Source: an optimization exercise on an open RTL-to-GDS flow (aim: small area). Production flows keep margins and buffers that such runs may drop.
Only simulation tests tie the RTL to the original design; equivalence was not proved.
Power is estimated from default activity; no workload was simulated.

===== flow/run.sh =====
#!/bin/bash
# synth_recipe.tcl (not shown) runs the flow's synth.tcl, then flattens the netlist and writes it again
# the make line also repeats each setting of config.mk as NAME=value (left out here)
make -C /OpenROAD-flow-scripts/flow DESIGN_CONFIG=/design/flow/config.mk WORK_HOME=/design/flow/orfs CLKGATE_MAP_FILE= SYNTH_SCRIPT=/design/flow/synth_recipe.tcl finish

===== flow/config.mk =====
export PLATFORM = sky130hd
export DESIGN_NAME = sid_synth_top
export DESIGN_NICKNAME = sid_synth_top
export VERILOG_FILES = /design/flow/design.v
export SDC_FILE = /design/flow/constraint.sdc
export NUM_CORES = 4
export LEC_CHECK = 0
export CAP_MARGIN = 20
export CORE_MARGIN = 2
export CORE_UTILIZATION = 40
export CTS_BUF_LIST = sky130_fd_sc_hd__clkbuf_16
export CTS_CLUSTER_DIAMETER = 80
export CTS_CLUSTER_SIZE = 30
export SLEW_MARGIN = 20

===== flow/constraint.sdc =====
create_clock -name core_clock -period 8.0 [get_ports {clk}]
set_input_delay 1.6000 -clock core_clock [delete_from_list [all_inputs] [get_ports {clk}]]
set_output_delay 1.6000 -clock core_clock [all_outputs]
set_load 0.01 [all_outputs]

===== flow/design.v =====
`default_nettype none
package synth_pkg;
    localparam int FREQ_W = 16;
    localparam int ACC_W  = 24;
    localparam int REG_W  = 8;
    localparam logic [2:0] REG_FREQ_LO = 3'd0;
    localparam logic [2:0] REG_FREQ_HI = 3'd1;
    localparam logic [2:0] REG_PW      = 3'd2;
    localparam logic [2:0] REG_AD      = 3'd4;
    localparam logic [2:0] REG_SR      = 3'd5;
    localparam logic [2:0] REG_WAVE    = 3'd6;
    localparam int W_GATE  = 0;
    localparam int W_TRI   = 1;
    localparam int W_SAW   = 2;
    localparam int W_PULSE = 3;
    localparam logic [2:0] IDLE    = 3'd0;
    localparam logic [2:0] ATTACK  = 3'd1;
    localparam logic [2:0] DECAY   = 3'd2;
    localparam logic [2:0] SUSTAIN = 3'd3;
    localparam logic [2:0] RELEASE = 3'd4;
endpackage
`default_nettype wire
`timescale 1ns/1ps
`default_nettype none
module spi_voice_regs #(
    parameter int NUM_VOICES = 4
) (
    input  wire logic                  clk,
    input  wire logic                  rst_n,
    input  wire logic                  spi_clk,
    input  wire logic                  spi_cs_n,
    input  wire logic                  spi_mosi,
    output logic [NUM_VOICES-1:0][15:0] freq,
    output logic [NUM_VOICES-1:0][7:0]  pw,
    output logic [NUM_VOICES-1:0][7:0]  attack,
    output logic [NUM_VOICES-1:0][7:0]  sustain,
    output logic [NUM_VOICES-1:0][3:0]  wave,
    output logic [NUM_VOICES-1:0][15:0] freq_nx,
    output logic [NUM_VOICES-1:0][7:0]  pw_nx,
    output logic [NUM_VOICES-1:0][7:0]  attack_nx,
    output logic [NUM_VOICES-1:0][7:0]  sustain_nx,
    output logic [NUM_VOICES-1:0][3:0]  wave_nx
);
    logic sclk_s1, sclk_s2, sclk_s3;
    logic cs_n_s1, cs_n_s2;
    logic mosi_s1, mosi_s2;
    always_ff @(posedge clk or negedge rst_n) begin
        if (!rst_n) begin
            sclk_s1 <= 1'b0;
            cs_n_s1 <= 1'b1;
            cs_n_s2 <= 1'b1;
        end else begin
            sclk_s1 <= spi_clk;
            cs_n_s1 <= spi_cs_n;
            cs_n_s2 <= cs_n_s1;
        end
    end
    always_ff @(posedge clk) begin
        sclk_s2 <= sclk_s1;
        sclk_s3 <= sclk_s2;
        mosi_s1 <= spi_mosi;
        mosi_s2 <= mosi_s1;
    end
    logic cs_active;
    logic bit_edge;
    assign cs_active = !cs_n_s2;
    assign bit_edge  = cs_active && sclk_s2 && !sclk_s3;
    logic [3:0]  bit_cnt;
    logic [11:0] rx;
    logic        frame_done;
    always_ff @(posedge clk) begin
        if (!cs_active) begin
            bit_cnt <= '0;
        end else if (bit_edge) begin
            bit_cnt <= bit_cnt + 4'd1;
        end
        if (bit_edge && !(bit_cnt[3:2] == 2'b01 && bit_cnt[1:0] != 2'b00)) begin
            rx <= {rx[10:0], mosi_s2};
        end
    end
    assign frame_done = bit_edge && (bit_cnt == 4'd15);
    logic [2:0] addr;
    logic [1:0] vidx;
    logic [7:0] data;
    assign addr = rx[11:9];
    assign vidx = rx[8:7];
    assign data = {rx[6:0], mosi_s2};
    always_comb begin
        freq_nx    = freq;
        pw_nx      = pw;
        attack_nx  = attack;
        sustain_nx = sustain;
        wave_nx    = wave;
        if (frame_done) begin
            for (int v = 0; v < NUM_VOICES; v++) begin
                if (vidx == 2'(v)) begin
                    case (addr)
                        synth_pkg::REG_FREQ_LO: freq_nx[v][7:0]  = data;
                        synth_pkg::REG_FREQ_HI: freq_nx[v][15:8] = data;
                        synth_pkg::REG_PW:      pw_nx[v]         = data;
                        synth_pkg::REG_AD:      attack_nx[v]     = data;
                        synth_pkg::REG_SR:      sustain_nx[v]    = data;
                        synth_pkg::REG_WAVE:    wave_nx[v]       = {data[6], data[5], data[4], data[0]};
                        default: ;
                    endcase
                end
            end
        end
    end
    always_ff @(posedge clk or negedge rst_n) begin
        if (!rst_n) begin
            freq    <= '0;
            pw      <= '0;
            attack  <= '0;
            sustain <= '0;
            wave    <= '0;
        end else begin
            freq    <= freq_nx;
            pw      <= pw_nx;
            attack  <= attack_nx;
            sustain <= sustain_nx;
            wave    <= wave_nx;
        end
    end
endmodule
`default_nettype wire
`timescale 1ns/1ps
`default_nettype none
module sid_voice (
    input  wire logic        clk,
    input  wire logic        rst_n,
    input  wire logic        step_a,
    input  wire logic        step_b,
    input  wire logic [15:0] freq_a,
    input  wire logic [15:0] freq_b,
    input  wire logic [7:0]  pw_a,
    input  wire logic [7:0]  pw_b,
    input  wire logic [7:0]  attack_a,
    input  wire logic [7:0]  attack_b,
    input  wire logic [7:0]  sustain_a,
    input  wire logic [7:0]  sustain_b,
    input  wire logic [3:0]  wave_a,
    input  wire logic [3:0]  wave_b,
    output logic      [7:0]  lvl_s,
    output logic      [7:0]  lvl_c,
    output logic             lvl_c8
);
    logic [23:0] phase_a, phase_b;
    logic [2:0]  st_a, st_b;
    logic [7:0]  env_a, env_b;
    logic [15:0] f;
    logic [23:0] phase_nxt;
    logic        c16;
    logic [7:0]  hi_inc;
    assign f = (freq_a & {16{step_a}}) | (freq_b & {16{step_b}});
    always_comb begin
        logic c;
        c = 1'b0;
        for (int i = 0; i < 16; i++) begin
            phase_nxt[i] = phase_a[i] ^ f[i] ^ c;
            c = (phase_a[i] & f[i]) | (c & (phase_a[i] ^ f[i]));
        end
        c16 = c;
        c = 1'b1;
        for (int i = 0; i < 8; i++) begin
            hi_inc[i] = phase_a[16 + i] ^ c;
            c = phase_a[16 + i] & c;
        end
    end
    assign phase_nxt[23:16] = c16 ? hi_inc : phase_a[23:16];
    logic       step;
    logic [7:0] attack;
    logic [7:0] sustain;
    logic       gate;
    logic [2:0] st_nxt;
    logic [7:0] env_nxt;
    assign step    = step_a | step_b;
    assign attack  = step_a ? attack_a : attack_b;
    assign sustain = step_a ? sustain_a : sustain_b;
    assign gate    = step_a ? wave_a[synth_pkg::W_GATE] : wave_b[synth_pkg::W_GATE];
    sid_env u_env (
        .step    (step),
        .attack  (attack),
        .sustain (sustain),
        .gate    (gate),
        .st      (st_a),
        .env     (env_a),
        .st_nxt  (st_nxt),
        .env_nxt (env_nxt)
    );
    always_ff @(posedge clk or negedge rst_n) begin
        if (!rst_n) begin
            phase_a <= '0;
            phase_b <= '0;
            st_a    <= synth_pkg::IDLE;
            st_b    <= synth_pkg::IDLE;
            env_a   <= '0;
            env_b   <= '0;
        end else begin
            phase_a <= phase_b;
            phase_b <= phase_nxt;
            st_a    <= st_b;
            st_b    <= st_nxt;
            env_a   <= env_b;
            env_b   <= env_nxt;
        end
    end
    logic [7:0] pw;
    logic [3:0] wave;
    logic [7:0] p;
    logic       lt;
    logic       on;
    logic [7:0] tri_val;
    logic [7:0] w;
    assign pw   = step_b ? pw_a : pw_b;
    assign wave = step_b ? wave_a : wave_b;
    assign p    = phase_b[23:16];
    always_comb begin
        logic l;
        l = 1'b0;
        for (int i = 0; i < 8; i++) begin
            l = (~p[i] & pw[i]) | (~p[i] & l) | (pw[i] & l);
        end
        lt = l;
    end
    assign on      = (wave[synth_pkg::W_SAW] | wave[synth_pkg::W_TRI] | wave[synth_pkg::W_PULSE]) &
                     (!wave[synth_pkg::W_PULSE] | lt);
    assign tri_val = {p[6:0], 1'b0} ^ {8{p[7]}};
    assign w       = (wave[synth_pkg::W_SAW] ? p : 8'hFF) & (wave[synth_pkg::W_TRI] ? tri_val : 8'hFF) &
                     {8{on}};
    logic [7:0] hi_s;
    logic [7:0] hi_c;
    logic       c8;
    sid_mul_cs u_mul (
        .w    (w),
        .e    (env_b),
        .hi_s (hi_s),
        .hi_c (hi_c),
        .c8   (c8)
    );
    always_ff @(posedge clk) begin
        lvl_s  <= hi_s;
        lvl_c  <= hi_c;
        lvl_c8 <= c8;
    end
endmodule
module sid_env (
    input  wire logic       step,
    input  wire logic [7:0] attack,
    input  wire logic [7:0] sustain,
    input  wire logic       gate,
    input  wire logic [2:0] st,
    input  wire logic [7:0] env,
    output logic      [2:0] st_nxt,
    output logic      [7:0] env_nxt
);
    logic [2:0] gs;
    logic       atk;
    logic       dec;
    logic       rel;
    logic [3:0] nib;
    logic [7:0] op;
    logic [8:0] sum;
    logic [3:0] tn;
    logic [7:0] tcmp;
    logic [7:0] xcmp;
    logic       le;
    logic       hit;
    always_comb begin
        gs = st;
        if (gate && (st == synth_pkg::IDLE || st == synth_pkg::RELEASE)) begin
            gs = synth_pkg::ATTACK;
        end else if (!gate && (st == synth_pkg::ATTACK || st == synth_pkg::DECAY ||
                               st == synth_pkg::SUSTAIN)) begin
            gs = synth_pkg::RELEASE;
        end
    end
    assign atk = step && (gs == synth_pkg::ATTACK);
    assign dec = step && (gs == synth_pkg::DECAY);
    assign rel = step && (gs == synth_pkg::RELEASE);
    assign nib = atk ? attack[3:0] : (dec ? ~attack[7:4] : (rel ? ~sustain[7:4] : 4'd0));
    assign op  = {{4{dec | rel}}, nib};
    always_comb begin
        logic c;
        c = atk;
        for (int i = 0; i < 8; i++) begin
            sum[i] = env[i] ^ op[i] ^ c;
            c = (env[i] & op[i]) | (c & (env[i] ^ op[i]));
        end
        sum[8] = c;
    end
    assign tn   = sustain[3:0] & {4{dec}};
    assign tcmp = {tn, tn};
    assign xcmp = sum[7:0] ^ {8{atk}};
    always_comb begin
        logic g;
        g = 1'b1;
        for (int i = 0; i < 8; i++) begin
            g = (~xcmp[i] & tcmp[i]) | (~xcmp[i] & g) | (tcmp[i] & g);
        end
        le = g;
    end
    assign hit = (atk & (sum[8] | le)) | ((dec | rel) & (!sum[8] | le));
    assign env_nxt = hit ? (tcmp | {8{atk}}) : sum[7:0];
    always_comb begin
        st_nxt = st;
        if (step) begin
            st_nxt = gs;
            if (hit) begin
                if (atk)      st_nxt = synth_pkg::DECAY;
                else if (dec) st_nxt = synth_pkg::SUSTAIN;
                else          st_nxt = synth_pkg::IDLE;
            end
        end
    end
endmodule
`default_nettype wire
`timescale 1ns/1ps
`default_nettype none
module voice_mixer (
    input  wire logic            clk,
    input  wire logic            rst_n,
    input  wire logic [1:0][7:0] lvl_s,
    input  wire logic [1:0][7:0] lvl_c,
    input  wire logic [1:0]      lvl_c8,
    output logic                 step_a,
    output logic                 step_b,
    output logic      [9:0]      sample,
    output logic                 sample_valid
);
    logic [7:0] div_cnt;
    logic       armed;
    always_ff @(posedge clk or negedge rst_n) begin
        if (!rst_n) begin
            div_cnt <= '0;
            armed   <= 1'b0;
        end else begin
            div_cnt <= div_cnt + 8'd1;
            if (div_cnt == 8'hFF) begin
                armed <= 1'b1;
            end
        end
    end
    logic sum_en;
    assign step_a       = (div_cnt == 8'hFF);
    assign step_b       = (div_cnt == 8'd0);
    assign sum_en       = (div_cnt == 8'd2);
    assign sample_valid = armed && (div_cnt == 8'd3);
    logic [8:0] sum_q;
    logic [9:0] total;
    sid_sum_cs u_sum (
        .q     (sum_q & {9{sum_en}}),
        .s0    (lvl_s[0]),
        .k0    (lvl_c[0]),
        .c0    (lvl_c8[0]),
        .s1    (lvl_s[1]),
        .k1    (lvl_c[1]),
        .c1    (lvl_c8[1]),
        .total (total)
    );
    always_ff @(posedge clk) begin
        sum_q <= total[8:0];
    end
    always_ff @(posedge clk or negedge rst_n) begin
        if (!rst_n) begin
            sample <= '0;
        end else if (sum_en) begin
            sample <= total;
        end
    end
endmodule
module sid_mul_cs (
    input  wire logic [7:0] w,
    input  wire logic [7:0] e,
    output logic      [7:0] hi_s,
    output logic      [7:0] hi_c,
    output logic            c8
);
    logic [7:0][7:0] pp;
    for (genvar i = 0; i < 8; i++) begin : g_pp
        assign pp[i] = w & {8{e[i]}};
    end
    logic t1, t2, t3, t4, t5, t6, t7, t8, t9, t10, t11, t12, t13, t14, t15, t16, t17, t18, t19, t20, t21, t22, t23, t24, t25, t26, t27, t28, t29, t30, t31, t32, t33, t34, t35, t36, t37, t38, t39, t40, t41, t42, t43, t44, t45, t46, t47, t48, t49, t50, t51, t52, t53, t54, t55, t56, t57, t58, t59, t60, t61, t62, t63, t64, t65, t66, t67, t68, t69, t70, t71, t72, t73, t74, t75, t76, t77, t78, t79, t80, t81, t82, t83, t84, t85, t86, t87, t88, t89, t90, t91;
    assign t1 = pp[0][6] ^ pp[1][5];
    assign t2 = pp[0][6] & pp[1][5];
    assign t3 = pp[0][7] ^ pp[1][6] ^ pp[2][5];
    assign t4 = (pp[0][7] & pp[1][6]) | (pp[0][7] & pp[2][5]) | (pp[1][6] & pp[2][5]);
    assign t5 = pp[3][4] ^ pp[4][3];
    assign t6 = pp[3][4] & pp[4][3];
    assign t7 = pp[1][7] ^ pp[2][6] ^ pp[3][5];
    assign t8 = (pp[1][7] & pp[2][6]) | (pp[1][7] & pp[3][5]) | (pp[2][6] & pp[3][5]);
    assign t9 = pp[4][4] ^ pp[5][3];
    assign t10 = pp[4][4] & pp[5][3];
    assign t11 = pp[2][7] ^ pp[3][6] ^ pp[4][5];
    assign t12 = (pp[2][7] & pp[3][6]) | (pp[2][7] & pp[4][5]) | (pp[3][6] & pp[4][5]);
    assign t13 = pp[0][4] ^ pp[1][3];
    assign t14 = pp[0][4] & pp[1][3];
    assign t15 = pp[0][5] ^ pp[1][4] ^ pp[2][3];
    assign t16 = (pp[0][5] & pp[1][4]) | (pp[0][5] & pp[2][3]) | (pp[1][4] & pp[2][3]);
    assign t17 = pp[3][2] ^ pp[4][1];
    assign t18 = pp[3][2] & pp[4][1];
    assign t19 = t1 ^ pp[2][4] ^ pp[3][3];
    assign t20 = (t1 & pp[2][4]) | (t1 & pp[3][3]) | (pp[2][4] & pp[3][3]);
    assign t21 = pp[4][2] ^ pp[5][1] ^ pp[6][0];
    assign t22 = (pp[4][2] & pp[5][1]) | (pp[4][2] & pp[6][0]) | (pp[5][1] & pp[6][0]);
    assign t23 = t2 ^ t3 ^ t5;
    assign t24 = (t2 & t3) | (t2 & t5) | (t3 & t5);
    assign t25 = pp[5][2] ^ pp[6][1] ^ pp[7][0];
    assign t26 = (pp[5][2] & pp[6][1]) | (pp[5][2] & pp[7][0]) | (pp[6][1] & pp[7][0]);
    assign t27 = t4 ^ t6 ^ t7;
    assign t28 = (t4 & t6) | (t4 & t7) | (t6 & t7);
    assign t29 = t9 ^ pp[6][2] ^ pp[7][1];
    assign t30 = (t9 & pp[6][2]) | (t9 & pp[7][1]) | (pp[6][2] & pp[7][1]);
    assign t31 = t8 ^ t10 ^ t11;
    assign t32 = (t8 & t10) | (t8 & t11) | (t10 & t11);
    assign t33 = pp[5][4] ^ pp[6][3] ^ pp[7][2];
    assign t34 = (pp[5][4] & pp[6][3]) | (pp[5][4] & pp[7][2]) | (pp[6][3] & pp[7][2]);
    assign t35 = t12 ^ pp[3][7] ^ pp[4][6];
    assign t36 = (t12 & pp[3][7]) | (t12 & pp[4][6]) | (pp[3][7] & pp[4][6]);
    assign t37 = pp[5][5] ^ pp[6][4] ^ pp[7][3];
    assign t38 = (pp[5][5] & pp[6][4]) | (pp[5][5] & pp[7][3]) | (pp[6][4] & pp[7][3]);
    assign t39 = pp[4][7] ^ pp[5][6] ^ pp[6][5];
    assign t40 = (pp[4][7] & pp[5][6]) | (pp[4][7] & pp[6][5]) | (pp[5][6] & pp[6][5]);
    assign t41 = pp[0][3] ^ pp[1][2];
    assign t42 = pp[0][3] & pp[1][2];
    assign t43 = t13 ^ pp[2][2] ^ pp[3][1];
    assign t44 = (t13 & pp[2][2]) | (t13 & pp[3][1]) | (pp[2][2] & pp[3][1]);
    assign t45 = t14 ^ t15 ^ t17;
    assign t46 = (t14 & t15) | (t14 & t17) | (t15 & t17);
    assign t47 = t16 ^ t18 ^ t19;
    assign t48 = (t16 & t18) | (t16 & t19) | (t18 & t19);
    assign t49 = t20 ^ t22 ^ t23;
    assign t50 = (t20 & t22) | (t20 & t23) | (t22 & t23);
    assign t51 = t24 ^ t26 ^ t27;
    assign t52 = (t24 & t26) | (t24 & t27) | (t26 & t27);
    assign t53 = t28 ^ t30 ^ t31;
    assign t54 = (t28 & t30) | (t28 & t31) | (t30 & t31);
    assign t55 = t32 ^ t34 ^ t35;
    assign t56 = (t32 & t34) | (t32 & t35) | (t34 & t35);
    assign t57 = t36 ^ t38 ^ t39;
    assign t58 = (t36 & t38) | (t36 & t39) | (t38 & t39);
    assign t59 = t40 ^ pp[5][7] ^ pp[6][6];
    assign t60 = (t40 & pp[5][7]) | (t40 & pp[6][6]) | (pp[5][7] & pp[6][6]);
    assign t61 = pp[0][2] ^ pp[1][1];
    assign t62 = pp[0][2] & pp[1][1];
    assign t63 = t41 ^ pp[2][1] ^ pp[3][0];
    assign t64 = (t41 & pp[2][1]) | (t41 & pp[3][0]) | (pp[2][1] & pp[3][0]);
    assign t65 = t42 ^ t43 ^ pp[4][0];
    assign t66 = (t42 & t43) | (t42 & pp[4][0]) | (t43 & pp[4][0]);
    assign t67 = t44 ^ t45 ^ pp[5][0];
    assign t68 = (t44 & t45) | (t44 & pp[5][0]) | (t45 & pp[5][0]);
    assign t69 = t46 ^ t47 ^ t21;
    assign t70 = (t46 & t47) | (t46 & t21) | (t47 & t21);
    assign t71 = t48 ^ t49 ^ t25;
    assign t72 = (t48 & t49) | (t48 & t25) | (t49 & t25);
    assign t73 = t50 ^ t51 ^ t29;
    assign t74 = (t50 & t51) | (t50 & t29) | (t51 & t29);
    assign t75 = t52 ^ t53 ^ t33;
    assign t76 = (t52 & t53) | (t52 & t33) | (t53 & t33);
    assign t77 = t54 ^ t55 ^ t37;
    assign t78 = (t54 & t55) | (t54 & t37) | (t55 & t37);
    assign t79 = t56 ^ t57 ^ pp[7][4];
    assign t80 = (t56 & t57) | (t56 & pp[7][4]) | (t57 & pp[7][4]);
    assign t81 = t58 ^ t59 ^ pp[7][5];
    assign t82 = (t58 & t59) | (t58 & pp[7][5]) | (t59 & pp[7][5]);
    assign t83 = t60 ^ pp[6][7] ^ pp[7][6];
    assign t84 = (t60 & pp[6][7]) | (t60 & pp[7][6]) | (pp[6][7] & pp[7][6]);
    assign t85 = pp[0][1] & pp[1][0];
    assign t86 = (t61 & pp[2][0]) | (t61 & t85) | (pp[2][0] & t85);
    assign t87 = (t62 & t63) | (t62 & t86) | (t63 & t86);
    assign t88 = (t64 & t65) | (t64 & t87) | (t65 & t87);
    assign t89 = (t66 & t67) | (t66 & t88) | (t67 & t88);
    assign t90 = (t68 & t69) | (t68 & t89) | (t69 & t89);
    assign t91 = (t70 & t71) | (t70 & t90) | (t71 & t90);
    assign hi_s = {1'b0, t84, t82, t80, t78, t76, t74, t72};
    assign hi_c = {1'b0, pp[7][7], t83, t81, t79, t77, t75, t73};
    assign c8 = t91;
endmodule
module sid_sum_cs (
    input  wire logic [8:0] q,
    input  wire logic [7:0] s0,
    input  wire logic [7:0] k0,
    input  wire logic       c0,
    input  wire logic [7:0] s1,
    input  wire logic [7:0] k1,
    input  wire logic       c1,
    output logic      [9:0] total
);
    logic t1, t2, t3, t4, t5, t6, t7, t8, t9, t10, t11, t12, t13, t14, t15, t16, t17, t18, t19, t20, t21, t22, t23, t24, t25, t26, t27, t28, t29, t30, t31, t32, t33, t34, t35, t36, t37, t38, t39, t40, t41, t42, t43, t44, t45, t46, t47, t48, t49, t50, t51, t52, t53, t54, t55, t56, t57, t58, t59, t60, t61, t62, t63, t64, t65, t66, t67, t68, t69, t70, t71, t72, t73, t74, t75, t76, t77, t78, t79, t80, t81, t82, t83, t84, t85, t86, t87, t88;
    assign t1 = q[0] ^ s0[0];
    assign t2 = q[0] & s0[0];
    assign t3 = t1 ^ k0[0] ^ s1[0];
    assign t4 = (t1 & k0[0]) | (t1 & s1[0]) | (k0[0] & s1[0]);
    assign t5 = t2 ^ q[1] ^ s0[1];
    assign t6 = (t2 & q[1]) | (t2 & s0[1]) | (q[1] & s0[1]);
    assign t7 = k0[1] ^ s1[1];
    assign t8 = k0[1] & s1[1];
    assign t9 = q[2] ^ s0[2] ^ k0[2];
    assign t10 = (q[2] & s0[2]) | (q[2] & k0[2]) | (s0[2] & k0[2]);
    assign t11 = s1[2] ^ k1[2];
    assign t12 = s1[2] & k1[2];
    assign t13 = q[3] ^ s0[3] ^ k0[3];
    assign t14 = (q[3] & s0[3]) | (q[3] & k0[3]) | (s0[3] & k0[3]);
    assign t15 = s1[3] ^ k1[3];
    assign t16 = s1[3] & k1[3];
    assign t17 = q[4] ^ s0[4] ^ k0[4];
    assign t18 = (q[4] & s0[4]) | (q[4] & k0[4]) | (s0[4] & k0[4]);
    assign t19 = s1[4] ^ k1[4];
    assign t20 = s1[4] & k1[4];
    assign t21 = q[5] ^ s0[5] ^ k0[5];
    assign t22 = (q[5] & s0[5]) | (q[5] & k0[5]) | (s0[5] & k0[5]);
    assign t23 = s1[5] ^ k1[5];
    assign t24 = s1[5] & k1[5];
    assign t25 = q[6] ^ s0[6] ^ k0[6];
    assign t26 = (q[6] & s0[6]) | (q[6] & k0[6]) | (s0[6] & k0[6]);
    assign t27 = s1[6] ^ k1[6];
    assign t28 = s1[6] & k1[6];
    assign t29 = q[7] ^ s0[7] ^ k0[7];
    assign t30 = (q[7] & s0[7]) | (q[7] & k0[7]) | (s0[7] & k0[7]);
    assign t31 = s1[7] ^ k1[7];
    assign t32 = s1[7] & k1[7];
    assign t33 = t3 ^ k1[0];
    assign t34 = t3 & k1[0];
    assign t35 = t4 ^ t5 ^ t7;
    assign t36 = (t4 & t5) | (t4 & t7) | (t5 & t7);
    assign t37 = t6 ^ t8 ^ t9;
    assign t38 = (t6 & t8) | (t6 & t9) | (t8 & t9);
    assign t39 = t10 ^ t12 ^ t13;
    assign t40 = (t10 & t12) | (t10 & t13) | (t12 & t13);
    assign t41 = t14 ^ t16 ^ t17;
    assign t42 = (t14 & t16) | (t14 & t17) | (t16 & t17);
    assign t43 = t18 ^ t20 ^ t21;
    assign t44 = (t18 & t20) | (t18 & t21) | (t20 & t21);
    assign t45 = t22 ^ t24 ^ t25;
    assign t46 = (t22 & t24) | (t22 & t25) | (t24 & t25);
    assign t47 = t26 ^ t28 ^ t29;
    assign t48 = (t26 & t28) | (t26 & t29) | (t28 & t29);
    assign t49 = t30 ^ t32;
    assign t50 = t30 & t32;
    assign t51 = t33 ^ c0;
    assign t52 = t33 & c0;
    assign t53 = t34 ^ t35 ^ k1[1];
    assign t54 = (t34 & t35) | (t34 & k1[1]) | (t35 & k1[1]);
    assign t55 = t36 ^ t37 ^ t11;
    assign t56 = (t36 & t37) | (t36 & t11) | (t37 & t11);
    assign t57 = t38 ^ t39 ^ t15;
    assign t58 = (t38 & t39) | (t38 & t15) | (t39 & t15);
    assign t59 = t40 ^ t41 ^ t19;
    assign t60 = (t40 & t41) | (t40 & t19) | (t41 & t19);
    assign t61 = t42 ^ t43 ^ t23;
    assign t62 = (t42 & t43) | (t42 & t23) | (t43 & t23);
    assign t63 = t44 ^ t45 ^ t27;
    assign t64 = (t44 & t45) | (t44 & t27) | (t45 & t27);
    assign t65 = t46 ^ t47 ^ t31;
    assign t66 = (t46 & t47) | (t46 & t31) | (t47 & t31);
    assign t67 = t48 ^ t49 ^ q[8];
    assign t68 = (t48 & t49) | (t48 & q[8]) | (t49 & q[8]);
    assign t69 = t51 ^ c1;
    assign t70 = t51 & c1;
    assign t71 = t52 ^ t53 ^ t70;
    assign t72 = (t52 & t53) | (t52 & t70) | (t53 & t70);
    assign t73 = t54 ^ t55 ^ t72;
    assign t74 = (t54 & t55) | (t54 & t72) | (t55 & t72);
    assign t75 = t56 ^ t57 ^ t74;
    assign t76 = (t56 & t57) | (t56 & t74) | (t57 & t74);
    assign t77 = t58 ^ t59 ^ t76;
    assign t78 = (t58 & t59) | (t58 & t76) | (t59 & t76);
    assign t79 = t60 ^ t61 ^ t78;
    assign t80 = (t60 & t61) | (t60 & t78) | (t61 & t78);
    assign t81 = t62 ^ t63 ^ t80;
    assign t82 = (t62 & t63) | (t62 & t80) | (t63 & t80);
    assign t83 = t64 ^ t65 ^ t82;
    assign t84 = (t64 & t65) | (t64 & t82) | (t65 & t82);
    assign t85 = t66 ^ t67 ^ t84;
    assign t86 = (t66 & t67) | (t66 & t84) | (t67 & t84);
    assign t87 = t68 ^ t50 ^ t86;
    assign t88 = (t68 & t50) | (t68 & t86) | (t50 & t86);
    assign total = {t87, t85, t83, t81, t79, t77, t75, t73, t71, t69};
endmodule
`default_nettype wire
`timescale 1ns/1ps
`default_nettype none
module sid_synth_top (
    input  wire logic       clk,
    input  wire logic       rst_n,
    input  wire logic       spi_clk,
    input  wire logic       spi_cs_n,
    input  wire logic       spi_mosi,
    output logic      [9:0] sample,
    output logic            sample_valid
);
    logic [3:0][15:0] freq,    freq_nx;
    logic [3:0][7:0]  pw,      pw_nx;
    logic [3:0][7:0]  attack,  attack_nx;
    logic [3:0][7:0]  sustain, sustain_nx;
    logic [3:0][3:0]  wave,    wave_nx;
    logic [1:0][7:0]  lvl_s;
    logic [1:0][7:0]  lvl_c;
    logic [1:0]       lvl_c8;
    logic             step_a;
    logic             step_b;
    spi_voice_regs #(
        .NUM_VOICES (4)
    ) u_regs (
        .clk        (clk),
        .rst_n      (rst_n),
        .spi_clk    (spi_clk),
        .spi_cs_n   (spi_cs_n),
        .spi_mosi   (spi_mosi),
        .freq       (freq),
        .pw         (pw),
        .attack     (attack),
        .sustain    (sustain),
        .wave       (wave),
        .freq_nx    (freq_nx),
        .pw_nx      (pw_nx),
        .attack_nx  (attack_nx),
        .sustain_nx (sustain_nx),
        .wave_nx    (wave_nx)
    );
    for (genvar k = 0; k < 2; k++) begin : g_pair
        sid_voice u_pair (
            .clk       (clk),
            .rst_n     (rst_n),
            .step_a    (step_a),
            .step_b    (step_b),
            .freq_a    (freq_nx[2*k]),
            .freq_b    (freq[2*k+1]),
            .pw_a      (pw_nx[2*k]),
            .pw_b      (pw[2*k+1]),
            .attack_a  (attack_nx[2*k]),
            .attack_b  (attack[2*k+1]),
            .sustain_a (sustain_nx[2*k]),
            .sustain_b (sustain[2*k+1]),
            .wave_a    (wave_nx[2*k]),
            .wave_b    (wave[2*k+1]),
            .lvl_s     (lvl_s[k]),
            .lvl_c     (lvl_c[k]),
            .lvl_c8    (lvl_c8[k])
        );
    end
    voice_mixer u_mixer (
        .clk          (clk),
        .rst_n        (rst_n),
        .lvl_s        (lvl_s),
        .lvl_c        (lvl_c),
        .lvl_c8       (lvl_c8),
        .step_a       (step_a),
        .step_b       (step_b),
        .sample       (sample),
        .sample_valid (sample_valid)
    );
endmodule
`default_nettype wire

==> results of run 1 <==
[sequential cells by signal, indices dropped and copies added, names as in the netlist, 6 cells and up]
register               cells
u_regs.freq               64
g_pair.u_pair.phase_a     48
g_pair.u_pair.phase_b     48
u_regs.attack             32
u_regs.pw                 32
u_regs.sustain            32
g_pair.u_pair.env_a       16
g_pair.u_pair.env_b       16
u_regs.wave               16
g_pair.u_pair.lvl_c       14
g_pair.u_pair.lvl_s       14
u_regs.rx                 12
u_mixer.sample            10
u_mixer.sum_q              9
u_mixer.div_cnt            8
g_pair.u_pair.st_a         6
g_pair.u_pair.st_b         6
[per-layer routing]
layer / routed length [um] / vias to the layer above / GRT usage (%) / share of wire (%)
li1: - / 5918 / - / -
met1: 20700 / 6651 / 24.1 / 47
met2: 21200 / 190 / 28.5 / 48
met3: 1270 / 36 / 1.62 / 2.9
met4: 571 / 0 / 3.35 / 1.3
met5: 0 / - / 0 / 0
[power by group through the flow]
stage          Clock (mW)  Sequential (mW)  Combinational, mW
3_5_place_dp            0             2.06             0.0605
4_1_cts              1.49             2.02             0.0607
3_3_place_gp            0             2.06             0.0587
2_1_floorplan           0             2.06             0.0113
6_report             1.43             2.02             0.0589
5_1_grt              1.57             2.02             0.0687
[layout make-up]
| type | count | area (um^2) |
|---|---|---|
| inverter | 202 | 758 |
| fill | 4701 | 28400 |
| clock inverter | 19 | 255 |
| sequential | 397 | 9760 |
| clock buffer | 25 | 626 |
| multi-input combinational | 1087 | 10100 |
| timing repair buffer | 74 | 634 |
| tap | 680 | 851 |
[through the flow]
step	util [%]	setup slack (ps)	TNS, ps
3_3_place_gp	42.9	42.6	0
4_1_cts	44.6	50.2	0
5_1_grt	44.8	-7.88	-9.47
6_report	44.8	242	0
3_5_place_dp	42.9	-38.3	-157
2_1_floorplan	-	22.0	0
[critical path, cell delays in order, from the launching register on]
cell and delay, ps:
edfxtp_1 430, or2_4 260, or3_4 420, nor2_4 100, mux2_2 170, a22o_1 130
ha_1 160, fa_1 170, inv_1 50, fa_1 430, fa_2 390, fa_2 370
fa_2 370, fa_2 380, fa_2 390, fa_2 380, fa_2 390, fa_2 390
fa_2 380, fa_2 370, fa_2 370, fa_2 370, fa_2 450, nand2b_1 190
xnor2_1 120
[path summary, 6_finish.rpt]
check / from / to / slack, ps / depth (start not counted)
worst min-delay path: g_pair[1].u_pair.phase_b[12] / g_pair[1].u_pair.phase_a[12] / 330 / 0
worst min register to register: g_pair[1].u_pair.phase_b[12] / g_pair[1].u_pair.phase_a[12] / 330 / 0
max in group asynchronous: rst_n / u_mixer.sample[0] / 5470 / 3
worst max register to register: u_regs.rx[7] / g_pair[0].u_pair.phase_b[23] / 240 / 24
min in group asynchronous: rst_n / u_regs.sclk_s1 / 1000 / 1
worst max-delay path: u_regs.rx[7] / g_pair[0].u_pair.phase_b[23] / 240 / 24
[cell families (layout without fill, tap and decap cells)]
group	count (synthesis)	count (layout)	share of synthesized area, %
simple gates	428	428	10.5
flops	397	397	46.9
mux	212	212	11.4
buf+inv	268	320	5.02
compound gates	220	220	7.98
xor+xnor	29	29	1.22
fa+ha+maj	198	198	17.0
[placed cells by master (no fill, tap or decap), types with 30 or more instances in the layout]
| cell type | Yosys | layout |
|---|---|---|
| ha_1 | 45 | 45 |
| a22oi_1 | 31 | 30 |
| buf_4 | 2 | 56 |
| nor2_1 | 76 | 74 |
| mux2i_1 | 32 | 32 |
| mux2_2 | 175 | 175 |
| dfxtp_1 | 47 | 45 |
| fa_1 | 144 | 117 |
| and2_1 | 98 | 98 |
| dfrtp_1 | 336 | 336 |
| nand2_1 | 158 | 158 |
| inv_1 | 201 | 202 |
[what timing repair did]
item                       4_1_cts  5_1_grt
hold endpoints to repair         0        0
setup endpoints to repair       14       26
pin swaps                        0        2
resized for setup                2       10
setup buffers                    0        2
==> impl_metrics.tcl, run 1 <==
set metrics [dict create \
    static-leakage-power_nw 11.0 \
    dieWidth_um 232 \
    hpwl_um 31200 \
    synth_edf_count 12 \
    syn_inst 1752 \
    grt_usage_pct 17.0 \
    fmax_mhz 129 \
    p_clk_share_pct 40.8 \
    final_max_slew_viol_count 0 \
    switching_share_pct 24.2 \
    period_share_pct 97.0 \
    syn_area_per_cell_um2 11.9 \
    dp_cells 2437 \
    cts_tree "yes" \
    syn_nets 1946 \
    whs_ps 333 \
    ys_ff_latch 397 \
    end_kind "flip-flop" \
    vias 12800 \
    grt_pass1_vias 13600 \
    antenna_left 0 \
    hp-class "flip-flop to flip-flop" \
    diodes 0 \
    slew_headroom_pct 31.1 \
    irDropWorstVdd_v 0.000138 \
    p_sw_uw 851 \
    dpl_cell_area_um2 22000 \
    power_density_nw_per_um2 153 \
    io_buffers 15 \
    power_mw 3.51 \
    routedWlPerCell_um 17.6 \
    fin_crit_ps 7760 \
    area_growth_pct 10.6 \
    vias_per_cell 5.15 \
    outcome "timing/DRC/antenna clean" \
    gr-total-overflow 0 \
    grt_pass1_wl_um 73400 \
    ios 16 \
    hold_viol 0 \
    ys_types 90 \
    fin_cells 2484 \
    yosysWarnings 5 \
    fin_skew_ps 41.7 \
    clkTransAtPathRegs_ps 110 \
    synth_top_area_share_pct 40.4 \
    maxCapViolCount 0 \
    antenna_found_initial 0 \
    p_seq_share_pct 57.5 \
    worstMarginPinSlew_ps 1020 \
    die_y_um 232 \
    root_buffer "clkbuf_16" \
    routed_wl_um 43700 \
    num_rows 83 \
    drc 0 \
    dieArea_um2 53800 \
    worst-path-max-fanout 8 \
    cts_made_buffers 24 \
    netlist_area_um2 20800 \
    ys_async_sr_fraction_pct 85.1 \
    stdcell_area_um2 23000 \
    start_util_pct 40.5 \
    yosysSeqAreaShare_pct 46.9 \
    startpoint_type "flip-flop" \
    pwr-share-comb_pct 1.7 \
    clk_latency_ps 590 \
    setup_viol 0 \
    grt_max_degree 191 \
    layout.nets 1980 \
    p_int_mw 2.66 \
    drtPass1Iterations 6 \
    drive_gt1_share_pct 19.6 \
    synth.area.top_cells "dfrtp_1, fa_1, mux2_2" \
    gp_congestion 0.873 \
    cp_data_required_time_ps 8470 \
    netlist.top_cell.by_area "dfrtp_1" \
    synth_flop_cell "dfrtp_1" \
    cts_sinks 397 \
    cts-htree-levels 1 \
    clockBufferDepth 3 \
    ys_top_cells_by_count "dfrtp_1, inv_1, mux2_2" \
    crit_type "flip-flop to flip-flop" \
    yosys.cell_count.top_type "dfrtp_1" \
    drt_iter0_markers 997 \
    cp.arrival_ps 8230 \
    core-area_um2 51400 \
    ctsHoldBuffers 0 \
]
==> run 2, diff against run 1 <==
--- a/flow/config.mk
+++ b/flow/config.mk
@@ -8,7 +8,6 @@
 export CAP_MARGIN = 20
 export CORE_MARGIN = 2
 export CORE_UTILIZATION = 40
-export CTS_BUF_LIST = sky130_fd_sc_hd__clkbuf_16
-export CTS_CLUSTER_DIAMETER = 80
+export CTS_BUF_LIST = sky130_fd_sc_hd__clkbuf_4
 export CTS_CLUSTER_SIZE = 30
 export SLEW_MARGIN = 20
==> run 2 against run 1 <==
  * Still clean on timing, DRC and antenna
  * Critical path depth is 1 lower
  * First-iteration DRC count is 8.5% lower
  * Die area stayed put
  * Register-to-register slack improved by 40 ps
  * Synthesized cell count did not move
  * Clock power up 23%
  * Design area up 2.0%
  * Fmax is 0.46% higher
  * Cell count up 5.8%
  * Total power up 9.3%
  * Sequential share of layout area fell by 0.82 points
  * Routed wire length rose by 2.2%
  * Critical path type unchanged
  * Largest cell class unchanged
==> impl_metrics.tcl, run 2 <==
set metrics [dict create \
    outcome "timing/DRC/antenna clean" \
    dieWidth_um 232 \
    period_share_pct 96.5 \
    slew_headroom_pct 26.5 \
    synth.area.top_cells "dfrtp_1, fa_1, mux2_2" \
    grt_pass1_vias 14400 \
    grt_pass1_wl_um 75400 \
    dieArea_um2 53800 \
    dpl_cell_area_um2 22000 \
    cts_tree "yes" \
    root_buffer "clkbuf_4" \
    cts_sinks 397 \
    cp.arrival_ps 8430 \
    gp_congestion 0.873 \
    fillers 4743 \
    worst-path-max-fanout 8 \
    fin_crit_ps 7720 \
    synth_flop_cell "dfrtp_1" \
    largest_reg_flops 64 \
    netlist.top_cell.by_area "dfrtp_1" \
    fin_cells 2628 \
    routed_wl_um 44700 \
    start_util_pct 40.5 \
    antenna_found_initial 1 \
    grt_max_degree 191 \
    drive_gt1_share_pct 24.2 \
    routedWlPerCell_um 17.0 \
    drt_iter0_markers 912 \
    pwr-share-comb_pct 1.5 \
    irDropWorstVdd_v 0.0000807 \
    cp_data_required_time_ps 8710 \
    stdcell_area_um2 23500 \
    whs_ps 325 \
    vias 13300 \
    power_density_nw_per_um2 164 \
    p_int_mw 2.93 \
    finalSetupTns_ps 0 \
    ys_ff_latch 397 \
    ys_types 90 \
    synth_edf_count 12 \
    final_max_slew_viol_count 0 \
    clockBufferDepth 3 \
    clk_latency_ps 850 \
    crit_type "flip-flop to flip-flop" \
    core-area_um2 51400 \
    end_kind "flip-flop" \
    power_mw 3.84 \
    yosysSeqAreaShare_pct 46.9 \
    switching_share_pct 23.7 \
    yosys.cell_count.top_type "dfrtp_1" \
    yosysWarnings 5 \
    area_growth_pct 12.8 \
    regMostFlops "u_regs.freq" \
    num_rows 83 \
    ctsHoldBuffers 0 \
    syn_inst 1752 \
    layout.nets 2061 \
    syn_area_per_cell_um2 11.9 \
    syn_nets 1946 \
    maxCapViolCount 0 \
    final_cell_mix "dfrtp_1, inv_1, mux2_2" \
    ys_async_sr_fraction_pct 85.1 \
    cp_cell_sequence "or2_4 > or3_4 > nor2_4 > mux2_2 > a22o_1 > ha_1 > fa_1 > inv_1 > fa_1 > fa_2 > fa_2 > fa_2 > fa_2 > fa_2 > fa_2 > fa_2 > fa_2 > fa_2 > fa_2 > fa_2 > fa_2 > fa_2 > mux2_2" \
    clkTransAtPathRegs_ps 70 \
    p_clk_share_pct 45.8 \
    setup_viol 0 \
    slowest_delay_ps 440 \
    gr-total-overflow 0 \
    hold_viol 0 \
    dp_cells 2437 \
    antenna_left 0 \
    hp-class "flip-flop to flip-flop" \
    die_y_um 232 \
    crit_top_cell "fa_2" \
    cts_made_buffers 105 \
    p_seq_share_pct 52.7 \
    worstMarginPinSlew_ps 1090 \
    startpoint_type "flip-flop" \
    io_buffers 15 \
    static-leakage-power_nw 11.4 \
    rsz0062_at_grt "no" \
    crit_path_top_delay_cell "fa_2" \
    fin_skew_ps 47.8 \
    synth_top_area_share_pct 40.4 \
    drc 0 \
    fmax_mhz 129 \
    largestRegisters "u_regs.freq (64), g_pair.u_pair.phase_a (48), g_pair.u_pair.phase_b (48)" \
    grt_usage_pct 17.6 \
    ys_top_cells_by_count "dfrtp_1, inv_1, mux2_2" \
    p_sw_uw 908 \
    vias_per_cell 5.08 \
    final_common_cell "dfrtp_1" \
    drtPass1Iterations 6 \
    cts-htree-levels 3 \
    hpwl_um 31200 \
    ios 16 \
    netlist_area_um2 20800 \
]
==> run 2: per-stage QoR <==
stage / utilization (%) / setup WS, ps
after floorplan: - / 22.0
after CTS: 45.5 / 4.19
after detailed placement: 42.9 / -38.3
final: 45.6 / 277
after global routing: 45.6 / 14.0
after global placement: 42.9 / 42.6
==> run 2: final timing paths <==
path                                     startpoint                            to  slack, ps  depth (start not counted)
max                                    u_regs.rx[8]  g_pair[0].u_pair.phase_b[21]        280                         23
min                        g_pair[1].u_pair.st_b[2]      g_pair[1].u_pair.st_a[2]        330                          0
max reg2reg                            u_regs.rx[8]  g_pair[0].u_pair.phase_b[21]        280                         23
min reg2reg                g_pair[1].u_pair.st_b[2]      g_pair[1].u_pair.st_a[2]        330                          0
max in group asynchronous                     rst_n             u_mixer.sample[1]       5730                          3
min in group asynchronous                     rst_n   g_pair[0].u_pair.phase_b[7]        770                          1
==> run 2: routing by layer <==
metal / vias to the layer above / track usage (%) / part of all wire, %
met2: 258 / 28.6 / 48
met5: - / 0 / 0
li1: 6161 / - / -
met4: 0 / 6.27 / 1.8
met3: 68 / 2.97 / 3.8
met1: 6855 / 23.7 / 46
==> run 2: power groups by stage <==
stage / sequential, mW / clock [mW] / combinational, mW
after floorplan: 2.06 / 0 / 0.0113
after global placement: 2.06 / 0 / 0.0587
after detailed placement: 2.06 / 0 / 0.0605
after CTS: 2.02 / 1.83 / 0.0607
after global routing: 2.02 / 1.94 / 0.0685
final: 2.02 / 1.76 / 0.0591
==> run 2: cells by family after synthesis <==
logic type | Yosys count | share of synthesized area [%]
DFF | 397 | 46.9
xor gates and xnor gates | 29 | 1.22
AOI/OAI and AO/OA | 220 | 7.98
adders and majority gates | 198 | 17.0
and+or+nand+nor | 428 | 10.5
muxes | 212 | 11.4
buffers and inverters | 268 | 5.02
==> run 2: worst max-delay path: cells and delay by family, from the launching register on <==
family	cells	cell delay, ps
simple gates	3	790
compound gates	1	130
mux	2	470
buf+inv	1	50
fa+ha+maj	16	5760
flops	1	400
==> run 2: final cells by class <==
type	count	area, um^2	share of cell area, %
Multi-Input combinational cell	1087	10100	43.1
Sequential cell	397	9760	41.6
Clock buffer	150	1130	4.80
Tap cell	680	851	3.63
Inverter	202	758	3.23
Timing Repair Buffer	74	634	2.70
Clock inverter	37	208	0.885
Antenna cell	1	2.50	0.0107
==> run 2: timing repair <==
| action | in CTS | in global routing |
|---|---|---|
| resized for setup | 1 | 10 |
| setup buffers | 0 | 2 |
| pin swaps | 0 | 2 |
| setup endpoints to repair | 7 | 26 |
| endpoints found under the hold margin | 0 | 0 |
==> run 3, diff against run 2 <==
==> flow/flow/run.sh (new file) <==
#!/bin/bash
# Layout flow: the standard flow, with Yosys's synth run without its
# quick ABC pass (SYNTH_ARGS=-noabc). The adders are then extracted from
# the design's own gate structure; the final technology mapping by ABC
# and every later step are the standard ones. Registers are unchanged.
set -euo pipefail
bash standard.sh SYNTH_ARGS=-noabc finish > standard_flow.log 2>&1
==> flow/standard.sh (new file) <==
#!/bin/bash
# synth_recipe.tcl (not shown) runs the flow's synth.tcl, then flattens the netlist and writes it again
# the make line also repeats each setting of config.mk as NAME=value (left out here)
make -C /OpenROAD-flow-scripts/flow DESIGN_CONFIG=/design/flow/config.mk WORK_HOME=/design/flow/orfs CLKGATE_MAP_FILE= SYNTH_SCRIPT=/design/flow/synth_recipe.tcl "${@:-finish}"
--- a/flow/config.mk
+++ b/flow/config.mk
@@ -8,6 +8,7 @@
 export CAP_MARGIN = 20
 export CORE_MARGIN = 2
 export CORE_UTILIZATION = 40
-export CTS_BUF_LIST = sky130_fd_sc_hd__clkbuf_4
-export CTS_CLUSTER_SIZE = 30
+export CTS_BUF_LIST = sky130_fd_sc_hd__clkbuf_8
+export CTS_CLUSTER_DIAMETER = 60
+export CTS_CLUSTER_SIZE = 16
 export SLEW_MARGIN = 20
removed: flow/run.sh
==> run 3 against run 2 <==
  * Still clean
  * Design area fell by 5.1%
  * Global-route usage barely moved
  * Combinational power rose by 4.4%
  * Clock power fell by 27%
  * Sequential cell count did not move
  * Non-clock buffer count fell by 3
  * Cell count fell by 12%
  * Fmax fell by 2.4%
  * Largest power group unchanged
  * Routed wire length fell by 1.3%
  * Setup slack got worse by 190 ps
  * Critical path depth fell by 1
==> impl_metrics.tcl, run 3 <==
set metrics [dict create \
    yosysSeqAreaShare_pct 48.2 \
    num_rows 82 \
    gp_congestion 0.821 \
    cp_cell_sequence "or3b_4 > or3_4 > nor4_4 > mux2_4 > a22o_1 > ha_2 > fa_2 > fa_2 > fa_2 > fa_2 > fa_2 > fa_2 > fa_2 > fa_2 > fa_2 > fa_2 > fa_2 > fa_2 > fa_2 > fa_2 > fa_2 > mux2_2" \
    crit_path_top_delay_cell "fa_2" \
    layout.nets 1810 \
    setup_viol 0 \
    slew_headroom_pct 25.8 \
    vias 12200 \
    grt_max_degree 146 \
    ios 16 \
    crit_type "flip-flop to flip-flop" \
    hold_viol 0 \
    cp_data_required_time_ps 8480 \
    routed_wl_um 44100 \
    stdcell_area_um2 22300 \
    irDropWorstVdd_v 0.000147 \
    maxCapViolCount 0 \
    whs_ps 339 \
    drive_gt1_share_pct 23.9 \
    cp.arrival_ps 8390 \
    final_common_cell "dfrtp_1" \
    synth.area.top_cells "dfrtp_1, fa_1, mux2_2" \
    ys_ff_latch 397 \
    outcome "timing/DRC/antenna clean" \
    syn_nets 1762 \
    syn_inst 1566 \
    yosysWarnings 5 \
    cts_tree "yes" \
    vias_per_cell 5.26 \
    clkTransAtPathRegs_ps 100 \
    gr-total-overflow 0 \
    p_seq_share_pct 60.0 \
    dieWidth_um 229 \
    yosys.area_share.simple_pct 9.43 \
    largestRegisters "u_regs.freq (64), g_pair.u_pair.phase_a (48), g_pair.u_pair.phase_b (48)" \
    core-area_um2 50100 \
    ctsHoldBuffers 0 \
    die_y_um 229 \
    hp-class "flip-flop to flip-flop" \
    synth_fa_ha_area_share_pct 17.4 \
    p_sw_uw 759 \
    worstMarginPinSlew_ps 1100 \
    crit_top_cell "fa_2" \
    synth_flop_cell "dfrtp_1" \
    antenna_left 0 \
    synthXorXnorAreaFrac_pct 1.43 \
    synth_top_family_by_area "adder cells" \
    rsz0062_at_grt "yes" \
    fin_skew_ps 44.0 \
    io_buffers 15 \
    fillers 4631 \
    static-leakage-power_nw 11.0 \
    drtPass1Iterations 5 \
    netlist.top_cell.by_area "dfrtp_1" \
    slowest_delay_ps 460 \
    grt_pass1_wl_um 73100 \
    pwr-share-comb_pct 1.8 \
    clockBufferDepth 3 \
    yosys.cell_count.top_type "dfrtp_1" \
    cts-htree-levels 2 \
    cts_made_buffers 34 \
    area_growth_pct 10.0 \
    synth_compound_area_share_pct 9.09 \
    hpwl_um 31300 \
    regMostFlops "u_regs.freq" \
    root_buffer "clkbuf_8" \
    worst-path-max-fanout 8 \
    start_util_pct 40.4 \
    routedWlPerCell_um 19.1 \
    grt_pass1_vias 13100 \
    cts_sinks 397 \
    ys_top_cells_by_count "dfrtp_1, mux2_2, nor2_1" \
    period_share_pct 98.9 \
    p_clk_share_pct 38.2 \
    yosys-mux-area-fraction_pct 11.8 \
    drc 0 \
    startpoint_type "flip-flop" \
    final_cell_mix "dfrtp_1, mux2_2, nor2_1" \
    largest_reg_flops 64 \
    dieArea_um2 52400 \
    clk_latency_ps 630 \
    netlist_area_um2 20200 \
    ys_types 109 \
    grt_usage_pct 17.6 \
    fin_crit_ps 7910 \
    antenna_found_initial 2 \
    synth_edf_count 12 \
    fmax_mhz 126 \
    drt_iter0_markers 678 \
    syn_area_per_cell_um2 12.9 \
    switching_share_pct 22.5 \
    dpl_cell_area_um2 21400 \
    final_max_slew_viol_count 0 \
    synth_top_area_share_pct 41.6 \
    ys_async_sr_fraction_pct 85.1 \
    power_density_nw_per_um2 151 \
    p_int_mw 2.61 \
    end_kind "flip-flop" \
]
## run 3: changes by cell type in the layout (fill, tap and decap cells not counted), moves of 12 or more
cell	delta
a22o_1	+30
and2_1	-73
mux2_2	+12
o22ai_1	-12
nor2_1	+91
clkinv_1	-24
clkbuf_4	-150
nand2_1	-68
clkbuf_8	+38
a22oi_1	-23
inv_1	-141
a21oi_1	+19
## run 3: critical path, delay by kind of cell, from the launching register on
family | cells | cell delay [ps]
mux | 2 | 650
flops | 1 | 410
simple gates | 3 | 1020
fa+ha+maj | 16 | 5510
compound gates | 1 | 200
## run 3: power by group through the flow
stage                     Clock, mW  Sequential, mW  Combinational [mW]
after global placement            0            2.06              0.0613
final                          1.29            2.02              0.0617
after detailed placement          0            2.06              0.0625
after CTS                      1.35            2.02              0.0626
after floorplan                   0            2.06              0.0142
after global routing           1.41            2.02              0.0711
## run 3: cell type report
| type | count | area, um^2 | area share [%] |
|---|---|---|---|
| multi-input combinational | 1059 | 10100 | 45.3 |
| sequential | 397 | 9770 | 43.9 |
| tap | 672 | 841 | 3.78 |
| timing repair buffer | 71 | 624 | 2.80 |
| clock buffer | 38 | 523 | 2.35 |
| clock inverter | 24 | 238 | 1.07 |
| inverter | 51 | 191 | 0.860 |
| antenna | 1 | 2.50 | 0.0112 |
## run 3: path summary, 6_finish.rpt
path	endpoint	cells after the start	slack [ps]	startpoint
setup / recovery	g_pair[0].u_pair.phase_b[20]	22	90	u_regs.rx[7]
hold / removal	u_regs.mosi_s2	0	340	u_regs.mosi_s1
setup reg to reg	g_pair[0].u_pair.phase_b[20]	22	90	u_regs.rx[7]
hold reg to reg	u_regs.mosi_s2	0	340	u_regs.mosi_s1
max in group asynchronous	u_mixer.sample[0]	2	5690	rst_n
min in group asynchronous	g_pair[1].u_pair.phase_b[2]	1	1010	rst_n
## run 3: repair_timing
action,CTS,global route
pin swaps,2,2
endpoints found under the hold margin,0,0
resized for setup,4,4
endpoints found under the setup margin,13,24
buffers inserted,1,2
## run 3: per-layer routing
layer,wire length [um],GRT usage (%),up-vias
met1,20800,25.0,6334
met5,0,0,-
met4,1010,5.48,0
met3,1600,2.56,62
met2,20700,27.9,182
li1,-,-,5583
## run 3: cells by family after synthesis
group / Yosys count
flip-flops: 397
AND/OR/NAND/NOR: 382
AO/OA/AOI/OAI: 234
multiplexers: 214
adder cells (fa/ha/maj): 196
buffers and inverters: 110
XOR/XNOR: 33
## run 3: per-stage QoR
stage / power, mW / util [%] / TNS [ps] / setup WS, ps / instances
5_1_grt: 3.51 / 44.5 / -587 / -107 / 2313
2_1_floorplan: 2.07 / - / -641 / -107 / 1566
4_1_cts: 3.43 / 44.3 / -5.77 / -4.27 / 2309
3_5_place_dp: 2.12 / 42.8 / -247 / -51.8 / 2246
3_3_place_gp: 2.12 / 42.8 / 0 / 48.1 / 2246
6_report: 3.37 / 44.5 / 0 / 88.9 / 2313
==> run 4, diff against run 3 <==
==> flow/config.mk (replaced) <==
export PLATFORM = sky130hd
export DESIGN_NAME = sid_synth_top
export DESIGN_NICKNAME = sid_synth_top
export VERILOG_FILES = /design/flow/design.v
export SDC_FILE = /design/flow/constraint.sdc
export NUM_CORES = 4
export LEC_CHECK = 0
export CAP_MARGIN = 0
export CORE_MARGIN = 2
export CORE_UTILIZATION = 60
export CTS_BUF_LIST = sky130_fd_sc_hd__clkbuf_8
export CTS_CLUSTER_DIAMETER = 60
export CTS_CLUSTER_SIZE = 16
export SLEW_MARGIN = 0
==> run 4 against run 3 <==
  * Largest cell class unchanged
  * Critical path depth unchanged
  * Critical endpoint is now g_pair[0].u_pair.phase_b[17]
  * Sequential share of layout area up 0.78 points
  * Setup slack improved by 43 ps
  * Synthesized area did not move
  * Hold slack improved by 8.5 ps
  * Register-to-register slack improved by 40 ps
  * Via count is essentially flat
  * Still clean on timing, DRC and antenna
  * Die area fell by 33%
==> impl_metrics.tcl, run 4 <==
set metrics [dict create \
    static-leakage-power_nw 10.9 \
    min-delay-start "u_regs.mosi_s1" \
    yosys.cell_count.top_type "dfrtp_1" \
    whs_ps 348 \
    diodes 0 \
    grt_pass1_wl_um 70800 \
    layout.nets 1809 \
    ios 16 \
    ys_async_sr_fraction_pct 85.1 \
    outcome "timing/DRC/antenna clean" \
    cts_tree "yes" \
    startpoint "u_regs.rx[7]" \
    clockBufferDepth 3 \
    synth_flop_cell "dfrtp_1" \
    syn_inst 1566 \
    drtPass1Iterations 7 \
    syn_nets 1762 \
    irDropWorstVdd_v 0.000187 \
    cp.arrival_ps 8330 \
    place_ws_ps -15.8 \
    startpoint_type "flip-flop" \
    r2r-start "u_regs.rx[7]" \
    ys_top_cells_by_count "dfrtp_1, mux2_2, nor2_1" \
    synth_top_area_share_pct 41.6 \
    worstMarginPinSlew_ps 952 \
    netlist.top_cell.by_area "dfrtp_1" \
    ys_ff_latch 397 \
    netlist_area_um2 20200 \
    gp_congestion 0.855 \
    io_buffers 15 \
    num_rows 67 \
    cts_made_buffers 35 \
    clk_latency_ps 590 \
    grt_pass1_vias 12900 \
    regMostFlops "u_regs.freq" \
    slowest_delay_ps 470 \
    start_util_pct 60.6 \
    fin_crit_ps 7870 \
    crit_top_cell "fa_2" \
    synth_edf_count 12 \
    slew_headroom_pct 36.5 \
    cts-htree-levels 2 \
    drt_iter0_markers 798 \
    crit_type "flip-flop to flip-flop" \
    setup_ws_ps 132 \
    grt_usage_pct 25.6 \
    hold_viol 0 \
    vias_per_cell 5.83 \
    cts_sinks 397 \
    drc 0 \
    synth.area.top_cells "dfrtp_1, fa_1, mux2_2" \
    grt_max_degree 139 \
    clkTransAtPathRegs_ps 100 \
    maxCapViolCount 0 \
    syn_area_per_cell_um2 12.9 \
    yosysSeqAreaShare_pct 48.2 \
    antenna_left 0 \
    worst-path-max-fanout 8 \
    largest_reg_flops 64 \
    area_growth_pct 8.06 \
    hpwl_um 30700 \
    power_density_nw_per_um2 150 \
    vias 12200 \
    fin_skew_ps 30.8 \
    largestRegisters "u_regs.freq (64), g_pair.u_pair.phase_a (48), g_pair.u_pair.phase_b (48)" \
    cp_cell_sequence "or3b_1 > or3_4 > nor4_4 > mux2_4 > a22o_1 > ha_2 > fa_2 > fa_2 > fa_2 > fa_2 > fa_2 > fa_2 > fa_2 > fa_2 > fa_2 > fa_2 > fa_2 > fa_2 > fa_2 > fa_2 > fa_2 > mux2_2" \
    end_kind "flip-flop" \
    fin_util_pct 65.5 \
    setup_viol 0 \
    crit_path_top_delay_cell "fa_2" \
    core-area_um2 33400 \
    gr-total-overflow 0 \
    die_y_um 188 \
    yosysWarnings 5 \
    routedWlPerCell_um 20.5 \
    cp_data_required_time_ps 8470 \
    dieWidth_um 188 \
    power_mw 3.29 \
    fmax_mhz 127 \
    final_max_slew_viol_count 0 \
    hp-class "flip-flop to flip-flop" \
    root_buffer "clkbuf_8" \
    dieArea_um2 35200 \
    final_common_cell "dfrtp_1" \
    drive_gt1_share_pct 23.7 \
    routed_wl_um 42700 \
    period_share_pct 98.4 \
    ys_types 109 \
    antenna_found_initial 0 \
    rsz0062_at_grt "yes" \
    final_cell_mix "dfrtp_1, mux2_2, nor2_1" \
]
[run 4: final cells by class]
| cell class | instances | area, um^2 |
|---|---|---|
| fillers | 2618 | 11500 |
| multi-input cells | 1059 | 10100 |
| flip-flops and latches | 397 | 9760 |
| repair buffers | 69 | 573 |
| well taps | 448 | 561 |
| clock buffers | 39 | 537 |
| inverters | 51 | 191 |
| clock inverters | 25 | 176 |
[run 4: worst max-delay path, delay by kind of cell (launching register included)]
kind | cells | cell delay [ps]
flops | 1 | 390
compound gates | 1 | 180
simple gates | 3 | 1050
fa+ha+maj | 16 | 5470
mux | 2 | 650
[run 4: power breakdown]
part / switching (mW) / internal (mW)
sequential: 0.00554 / 2.01
combinational: 0.0475 / 0.0114
clock: 0.705 / 0.503
[run 4: logic make-up after synthesis]
logic type	share of synthesized area, %
xor+xnor	1.43
mux	11.8
flops	48.2
compound gates	9.09
simple gates	9.43
fa+ha+maj	17.4
buf+inv	2.56
[run 4: per-stage QoR]
| step | cell area [um^2] | std cells | setup TNS, ps |
|---|---|---|---|
| 2_1_floorplan | 20400 | 1566 | -641 |
| 3_3_place_gp | 21100 | 2022 | 0 |
| 3_5_place_dp | 21100 | 2022 | -63.0 |
| 4_1_cts | 21800 | 2086 | 0 |
| 5_1_grt | 21900 | 2088 | -14.2 |
| 6_report | 21900 | 2088 | 0 |
[run 4: repair_timing]
item	in CTS	in global routing
resized for setup	1	2
endpoints found under the setup margin	7	15
buffers inserted	0	2
pin swaps	2	1
endpoints found under the hold margin	0	0
hold buffers	0	0
[run 4: per-layer routing]
layer  vias to the layer above  wire [um]  track usage [%]
met4                         0        768             6.24
met3                        52       1360             3.13
met5                         -          0                0
met1                      6332      20200             37.7
li1                       5575          -                -
met2                       205      20400             41.2
[run 4: path summary, 6_finish.rpt]
kind,endpoint,slack (ps),depth (start not counted)
max,g_pair[0].u_pair.phase_b[17],130,22
min,u_regs.mosi_s2,350,0
max reg2reg,g_pair[0].u_pair.phase_b[17],130,22
min reg2reg,u_regs.mosi_s2,350,0
max in group asynchronous,u_mixer.sample[7],5790,2
min in group asynchronous,g_pair[1].u_pair.phase_b[4],990,1

port drivers added, routing unchanged:
In the flow no input, the clock included, has a driving cell. The finished layouts below were timed again as built, in two steps. Step 1 (the two cells are an assumption about what drives the block):
set clk [get_ports {clk}]
set_driving_cell -lib_cell sky130_fd_sc_hd__clkbuf_16 $clk
set_driving_cell -lib_cell sky130_fd_sc_hd__buf_2 [delete_from_list [all_inputs] $clk]
Step 2 moves the port delays by t, midway between the first and last clock arrival at a register: inputs arrive t later, outputs are due t later. That takes back most of the time a late clock gives input paths. a / b / c = ideal / step 1 / step 2; a / b = the first two.
| run | t, ns | setup WS [ns] | worst register clock-pin slew, ns | worst data-port slew with drivers (ns) | cell pins on the clock port's net |
|---|---|---|---|---|---|
| run 1 | 0.623 | 0.242 / 0.242 / 0.242 | 0.11 / 0.11 | 0.05 | 1 |
| run 2 | 0.871 | 0.277 / 0.277 / 0.277 | 0.07 / 0.07 | 0.05 | 1 |
| run 3 | 0.663 | 0.089 / 0.089 / 0.089 | 0.11 / 0.11 | 0.05 | 1 |
| run 4 | 0.628 | 0.132 / 0.132 / 0.132 | 0.11 / 0.11 | 0.05 | 1 |
After both steps setup and hold are still met in every run listed.
